Source: an optimization exercise on an open RTL-to-GDS flow (aim: small area). Production flows keep margins and buffers that such runs may drop.
The RTL was checked by simulation tests, not by an equivalence proof against the original design.
Power is estimated from default activity; no workload was simulated.

## feature_pipeline
module feature_pipeline
(
    input  logic        clk,
    input  logic        reset_n,
    input  logic        start,
    input  logic [15:0] accel_x,
    input  logic [15:0] accel_y,
    input  logic [15:0] accel_z,
    output logic [15:0] feature_mean,
    output logic [15:0] feature_std,
    output logic        feature_valid
);
Settings: LEC_CHECK=0, CAP_MARGIN=20, CORE_MARGIN=2, CORE_UTILIZATION=40, CTS_BUF_LIST=sky130_fd_sc_hd__clkbuf_16, CTS_CLUSTER_DIAMETER=100, CTS_CLUSTER_SIZE=40, SLEW_MARGIN=20; clock period 10.0 ns.
standard.sh (not shown) runs the stock make flow with config.mk's settings and CLKGATE_MAP_FILE= SYNTH_SCRIPT=/design/flow/synth_recipe.tcl, a recipe that flattens the netlist after the stock synthesis.
==> flow/flow/run.sh <==
#!/bin/bash
# The standard ORFS layout (standard.sh) with two changes:
#  - SYNTH_ARGS=-noabc: Yosys's early ABC pass inside "synth" is skipped, so the full
#    adders written out in the RTL reach extract_fa as written (the final ABC mapping
#    after flip-flop mapping still runs); flip-flops are mapped exactly as in the
#    standard synthesis;
#  - every input and output port is still buffered, with the smallest buffer.
set -euo pipefail
export SYNTH_ARGS="-noabc"
export BUFFER_PORTS_ARGS="-buffer_cell sky130_fd_sc_hd__buf_1"
bash standard.sh > flow_make.log 2>&1
Change:
==> flow/run.sh (new file) <==
#!/bin/bash
# synth_recipe.tcl (not shown) runs the flow's synth.tcl, then flattens the netlist and writes it again
# the make line also repeats each setting of config.mk as NAME=value (left out here)
make -C /OpenROAD-flow-scripts/flow DESIGN_CONFIG=/design/flow/config.mk WORK_HOME=/design/flow/orfs CLKGATE_MAP_FILE= SYNTH_SCRIPT=/design/flow/synth_recipe.tcl finish
CTS_BUF_LIST = sky130_fd_sc_hd__clkbuf_8   (was sky130_fd_sc_hd__clkbuf_16)
CTS_CLUSTER_DIAMETER = default   (was 100)
CTS_CLUSTER_SIZE = default   (was 40)
removed: flow/flow/run.sh
removed: flow/standard.sh
Effect:
- non-clock buffer count falls by 2
- worst setup slack degrades by 31 ps
- wire length rises by 1.9%
- total power falls by 20%
- register-to-register slack improves by 430 ps
- clock power falls by 32%
- final area rises by 4.7%
- utilization rises by 0.64 points
- critical path depth rises by 2
- fmax falls by 0.32%
Change:
CORE_UTILIZATION = 60   (was 40)
CTS_CLUSTER_SIZE = 25   (was default)
After rerunning:
- The new run went through all stages and came out clean
- setup slack is better by 53 ps
- register-to-register slack is better by 190 ps
- global-route usage rises by 7.8 points
- utilization rises by 23 points
- final area falls slightly
- area after synthesis is unchanged
- via count rises slightly
- routed wire length falls by a few percent
- fmax rises slightly
Change:
==> flow/flow/run.sh (new file) <==
#!/bin/bash
# The standard ORFS layout (standard.sh) with two changes:
#  - SYNTH_ARGS=-noabc: Yosys's early ABC pass inside "synth" is skipped, so the full
#    adders written out in the RTL reach extract_fa as written (the final ABC mapping
#    after flip-flop mapping still runs); flip-flops are mapped exactly as in the
#    standard synthesis;
#  - every input and output port is still buffered, with the smallest buffer.
set -euo pipefail
export SYNTH_ARGS="-noabc"
export BUFFER_PORTS_ARGS="-buffer_cell sky130_fd_sc_hd__buf_1"
bash standard.sh > flow_make.log 2>&1
==> flow/standard.sh (new file) <==
#!/bin/bash
# synth_recipe.tcl (not shown) runs the flow's synth.tcl, then flattens the netlist and writes it again
# the make line also repeats each setting of config.mk as NAME=value (left out here)
make -C /OpenROAD-flow-scripts/flow DESIGN_CONFIG=/design/flow/config.mk WORK_HOME=/design/flow/orfs CLKGATE_MAP_FILE= SYNTH_SCRIPT=/design/flow/synth_recipe.tcl "${@:-finish}"
CORE_UTILIZATION = 40   (was 60)
CTS_CLUSTER_SIZE = default   (was 25)
removed: flow/run.sh
=> Sequential power came out higher by about 8%. Worst hold slack improves by 8.2 ps. Register-to-register slack degrades by 600 ps. Sequential cell count stays the same. Design area came out lower by 5.1%. Power came out higher by about 17%. Worst setup slack barely changes.


Setup of run 1:
Another version of the RTL of feature_pipeline (not shown whole).
Size in the first run: ~1,100 cells after synthesis, ~170 flip-flops, ~84 I/O pins, about 12,000 um^2 of cells after synthesis.
## feature_pipeline
module feature_pipeline
(
    input  logic        clk,
    input  logic        reset_n,
    input  logic        start,
    input  logic [15:0] accel_x,
    input  logic [15:0] accel_y,
    input  logic [15:0] accel_z,
    output logic [15:0] feature_mean,
    output logic [15:0] feature_std,
    output logic        feature_valid
);
    logic        sx, sy, sz;
    logic [15:0] ax, ay, az;
    logic [16:0] mag_raw;
    logic [15:0] mag_d, mag_q;      
    logic        en;
    logic        vld_q;
    logic [4:0]  cnt_q;
    logic        first;
    logic        load_q;
    logic [20:0] sum_q, sum_d, sum_g;
    logic [36:0] sq_q, sq_d, sq_t, nsq_g;  
    logic        sq_c_q, sq_c_d, sq_c_t, nsq_cg;  
    logic [15:0] nmag;
    logic [15:0] npp [16];
    logic [31:0] ex2;
    assign sx = accel_x[15];
    assign sy = accel_y[15];
    assign sz = accel_z[15];
    assign ax = accel_x ^ {16{sx}};
    assign ay = accel_y ^ {16{sy}};
    assign az = accel_z ^ {16{sz}};
    assign en    = start & ~reset_n;
    assign mag_d = (mag_raw[15:0] | {16{mag_raw[16]}}) & {16{en}};
    assign first = (cnt_q == 5'd0);
    assign sum_g = sum_q & {21{~first}};
    assign sq_c_t = ~sq_c_q;
    assign nsq_cg = sq_c_q | first;
    assign nmag   = ~mag_q;
    always_comb begin
        for (int i = 0; i < 16; i++)
            for (int j = 0; j < 16; j++)
                npp[i][j] = ~(mag_q[i] & mag_q[j]);
    end
    logic mg_0;
    logic mg_1;
    logic mg_2;
    logic mg_3;
    logic mg_4;
    logic mg_5;
    logic mg_6;
    logic mg_7;
    logic mg_8;
    logic mg_9;
    logic mg_10;
    logic mg_11;
    logic mg_12;
    logic mg_13;
  ...
clock: 10.0 ns
lec_check: 0
cap_margin: 20
core_margin: 2
core_utilization: 40
cts_buf_list: sky130_fd_sc_hd__clkbuf_8
gpl_timing_driven: 0
slew_margin: 20
synth_hierarchical: 1
==> flow/flow/run.sh <==
#!/bin/bash
# The standard ORFS layout (standard.sh) with these changes:
#    adders written out in the RTL reach extract_fa as written (the final ABC mapping
#    after flip-flop mapping still runs); flip-flops are mapped exactly as in the
#    standard synthesis;
#  - every input and output port is still buffered, with the smallest buffer;
#  - clock tree synthesis without dummy clock loads.
set -euo pipefail
export BUFFER_PORTS_ARGS="-buffer_cell sky130_fd_sc_hd__buf_1"
export CTS_ARGS="-sink_clustering_enable -repair_clock_nets -dont_use_dummy_load -buf_list sky130_fd_sc_hd__clkbuf_8"
bash standard.sh > flow_make.log 2>&1
The following lists how run 2 was set up differently from run 1:
==> flow/flow/run.sh <==
#!/bin/bash
set -euo pipefail
export BUFFER_PORTS_ARGS="-buffer_cell sky130_fd_sc_hd__buf_1"
export CTS_ARGS="-sink_clustering_enable -repair_clock_nets -dont_use_dummy_load -buf_list sky130_fd_sc_hd__clkbuf_8"
bash standard.sh > flow_make.log 2>&1
==> run summary <==
- For met1 routed wirelength after detailed routing, run 1 and run 2 come out practically identical.
- Run 2 and run 1 ended up with roughly the same overall power after layout.
- Between run 2 and run 1, the difference in first-pass GRT wire length is negligible.
- Re count of buffer and inverter cells on the critical path: no difference whatsoever between run 2 and run 1.
- Final non-filler cell area: run 2 vs run 1 identical
- On portion of total power attributed to combinational logic, run 2 and run 1 are neck and neck.
- The number of placed instances with taps included was comparable across run 2 and run 1.
#### Input delta (run 3 over run 2)
==> flow/run.sh (new file) <==
#!/bin/bash
# synth_recipe.tcl (not shown) runs the flow's synth.tcl, then flattens the netlist and writes it again
# the make line also repeats each setting of config.mk as NAME=value (left out here)
make -C /OpenROAD-flow-scripts/flow DESIGN_CONFIG=/design/flow/config.mk WORK_HOME=/design/flow/orfs CLKGATE_MAP_FILE= SYNTH_SCRIPT=/design/flow/synth_recipe.tcl finish
--- a/flow/config.mk
+++ b/flow/config.mk
@@ -11,3 +11,2 @@
 export CTS_BUF_LIST = sky130_fd_sc_hd__clkbuf_8
-export GPL_TIMING_DRIVEN = 0
 export SLEW_MARGIN = 20
removed: flow/flow/run.sh
removed: flow/standard.sh
==> run summary <==
- Summary of run 3 over run 2: total design power has increased; final instance area has increased; antenna cell count has remained practically unchanged.
- Compared with run 2, in run 3 global-route met1 utilization went up 0.33 points, first-pass GRT wire length now larger.
- Run 3: no failed stages, no open violations at the end


Setup of v34:
feature_pipeline with an RTL version that a note above also has.
For scale: roughly 84 I/O pins, roughly 12000 sq um of cells after synthesis.
clock: 10.0 ns
lec_check: 0
cap_margin: 20
core_margin: 2
core_utilization: 40
cts_buf_list: sky130_fd_sc_hd__clkbuf_8
gpl_timing_driven: 0
slew_margin: 20
==> flow/flow/run.sh <==
#!/bin/bash
# The standard ORFS layout (standard.sh) with these changes:
#  - SYNTH_ARGS=-noabc: Yosys's early ABC pass inside "synth" is skipped, so the full
#    adders written out in the RTL reach extract_fa as written (the final ABC mapping
#    after flip-flop mapping still runs); flip-flops are mapped exactly as in the
#    standard synthesis;
#  - every input and output port is still buffered, with the smallest buffer;
#  - clock tree synthesis without dummy clock loads.
set -euo pipefail
export SYNTH_ARGS="-noabc"
export BUFFER_PORTS_ARGS="-buffer_cell sky130_fd_sc_hd__buf_1"
export CTS_ARGS="-sink_clustering_enable -repair_clock_nets -dont_use_dummy_load -buf_list {sky130_fd_sc_hd__clkbuf_4 sky130_fd_sc_hd__clkbuf_8} -sink_clustering_size 10"
bash standard.sh > flow_make.log 2>&1
Inputs modified between v34 and v49:
--- a/flow/flow/run.sh
+++ b/flow/flow/run.sh
@@ -12 +12 @@
-export CTS_ARGS="-sink_clustering_enable -repair_clock_nets -dont_use_dummy_load -buf_list {sky130_fd_sc_hd__clkbuf_4 sky130_fd_sc_hd__clkbuf_8} -sink_clustering_size 10"
+export CTS_ARGS="-sink_clustering_enable -repair_clock_nets -dont_use_dummy_load -buf_list sky130_fd_sc_hd__clkbuf_8"
--- a/flow/config.mk
+++ b/flow/config.mk
@@ -10 +10 @@
-export CORE_UTILIZATION = 40
+export CORE_UTILIZATION = 65
@@ -12,0 +13 @@
+export PLACE_DENSITY = 0.75
## What came out
v49 vs v34: number of gates resized after cts down in v49. v49 has part of the cycle the worst path needs above what v34 had. Sequential share of layout area ends up higher on v49. NOTE wire length of the first global-routing pass v34->v49 decreased by a few percent. Taking v34 as the reference point, the global-route usage of v49 rises by 9.4 points. v49: clock power share is 0.2 points lower than what v34 reported. Fmax | v49 vs v34 | v49 slower. ~same non-clock buffer area fraction after layout in v34 and v49. In the metrics for v34 and v49, the one carrying the lower setup slack is v49. Diff v34 and v49: clock-net power higher in v34. Area: v49 vs v34 -> v49 smaller.
#### Input delta (v36 over v49)
--- a/flow/config.mk
+++ b/flow/config.mk
@@ -10 +10 @@
-export CORE_UTILIZATION = 65
+export CORE_UTILIZATION = 40
@@ -13 +12,0 @@
-export PLACE_DENSITY = 0.75
## What came out
[compare] base=v49 new=v36: combinational power saw little to no change, cell count after placement saw an increase, pin slew with the least headroom to its limit saw an increase.
Relative to v36, the following input files were edited for v8:
==> flow/run.sh (new file) <==
#!/bin/bash
# synth_recipe.tcl (not shown) runs the flow's synth.tcl, then flattens the netlist and writes it again
# the make line also repeats each setting of config.mk as NAME=value (left out here)
make -C /OpenROAD-flow-scripts/flow DESIGN_CONFIG=/design/flow/config.mk WORK_HOME=/design/flow/orfs CLKGATE_MAP_FILE= SYNTH_SCRIPT=/design/flow/synth_recipe.tcl finish
removed: flow/flow/run.sh
removed: flow/standard.sh
Results
v8 | status: complete | timing, DRC, antenna: pass
v8 against v36: power now sits lower; utilization went up by 2.1 points; final period demand of the worst path decreased 180 ps; antenna diode instance count fell 1.
Delta (v8 minus v36): proportion of power drawn by combinational gates down 7.2 points; clock insertion delay at the later pin of the skew report up 20 ps; flip-flop and latch count closely matched the old numbers.


== the baseline ==
Another version of the RTL of feature_pipeline (not shown whole).
Size in the first run: ~1,000 cells after synthesis, ~84 I/O pins, roughly 12,000 um^2 of cells after synthesis.
Settings: LEC_CHECK=0, CAP_MARGIN=20, CORE_MARGIN=2, CORE_UTILIZATION=40, CTS_BUF_LIST=sky130_fd_sc_hd__clkbuf_8, GPL_TIMING_DRIVEN=0, SLEW_MARGIN=20, SYNTH_HIERARCHICAL=1; clock period 10.0 ns.
==> flow/flow/run.sh <==
#!/bin/bash
set -euo pipefail
export BUFFER_PORTS_ARGS="-buffer_cell sky130_fd_sc_hd__buf_1"
export CTS_ARGS="-sink_clustering_enable -repair_clock_nets -dont_use_dummy_load -buf_list sky130_fd_sc_hd__clkbuf_8"
bash standard.sh > flow_make.log 2>&1
The baseline completed end to end with timing, DRC and antenna clean.
Input changes introduced in the candidate (baseline for comparison: the baseline):
# the baseline
export LEC_CHECK = 0
export CAP_MARGIN = 20
export CORE_MARGIN = 2
export CORE_UTILIZATION = 40
export CTS_BUF_LIST = sky130_fd_sc_hd__clkbuf_8
export GPL_TIMING_DRIVEN = 0
export SLEW_MARGIN = 20
export SYNTH_HIERARCHICAL = 1
create_clock -name core_clock -period 10.0 [get_ports {clk}]
# the candidate
export LEC_CHECK = 0
export CAP_MARGIN = 20
export CORE_MARGIN = 2
export CORE_UTILIZATION = 40
export CTS_BUF_LIST = sky130_fd_sc_hd__clkbuf_8
export SLEW_MARGIN = 20
export SYNTH_HIERARCHICAL = 1
create_clock -name core_clock -period 10.0 [get_ports {clk}]
==> flow/run.sh (new file) <==
#!/bin/bash
# synth_recipe.tcl (not shown) runs the flow's synth.tcl, then flattens the netlist and writes it again
# the make line also repeats each setting of config.mk as NAME=value (left out here)
make -C /OpenROAD-flow-scripts/flow DESIGN_CONFIG=/design/flow/config.mk WORK_HOME=/design/flow/orfs CLKGATE_MAP_FILE= SYNTH_SCRIPT=/design/flow/synth_recipe.tcl finish
removed: flow/flow/run.sh
removed: flow/standard.sh
## What came out
Compared with the baseline, the candidate improves initial DRC count.
Sort the candidate and the baseline by post-route fraction of the period consumed by the critical path desc -> top: the baseline
Total power of the final layout of the candidate exceeds that of the baseline by a few percent.
Compared with the baseline, the candidate shows global-route usage lower by 0.25 points.
Measured against each other, the candidate and the baseline differ in arrival time of the worst setup path, the higher figure coming from the baseline.
On share of power burned in the clock network: between the candidate and the baseline, it ends up higher for the candidate.
On final wirelength, the baseline loses to the candidate.
Summary of the candidate over the baseline: wire length on met2 saw an increase; worst vdd rail ir drop saw an increase; number of ordinary and repair buffers in the finished layout saw a decrease; minimum clock period after layout saw a decrease.

[static timing again, ports no longer ideal]
Ports are ideal in the flow. The routed layouts listed here were re-timed in OpenROAD. Step 1, drivers: a clkbuf_16 drives clk and a buf_2 each remaining input, both assumed. Step 2, shift: input delay + t, output delay - t, t = (earliest + latest rising clock arrival at the registers) / 2. This alone moves slack from input paths to output paths. Slacks: ideal / step 1 / step 2; pairs: ideal / step 1.
| run | shift t [ns] | slack for setup (ns) | pins driven straight from the clock port |
|---|---|---|---|
| the first run of note 1 | 0.470 | 0.516 / 0.516 / 0.516 | 1 |
| the second run of note 1 | 0.496 | 0.485 / 0.504 / 0.007 | 1 |
| the third run of note 1 | 0.508 | 0.538 / 0.555 / 0.047 | 1 |
| the fourth run of note 1 | 0.508 | 0.536 / 0.536 / 0.536 | 1 |
| run 1 | 0.470 | 0.337 / 0.337 / 0.054 | 1 |
| run 2 | 0.470 | 0.337 / 0.337 / 0.054 | 1 |
| run 3 | 0.494 | 0.521 / 0.521 / 0.277 | 1 |
| v34 | 0.488 | 0.434 / 0.434 / 0.010 | 1 |
| v49 | 0.474 | 0.395 / 0.395 / 0.079 | 1 |
| v36 | 0.488 | 0.434 / 0.434 / 0.010 | 1 |
| v8 | 0.516 | 0.616 / 0.631 / 0.115 | 1 |
| the baseline | 0.488 | 0.267 / 0.267 / 0.007 | 1 |
| the candidate | 0.504 | 0.434 / 0.434 / 0.260 | 1 |
After both steps setup and hold are still met in every run listed. For v8, which loses most, drivers alone change the setup slack by +0.015 ns; drivers and shift together by -0.501 ns.
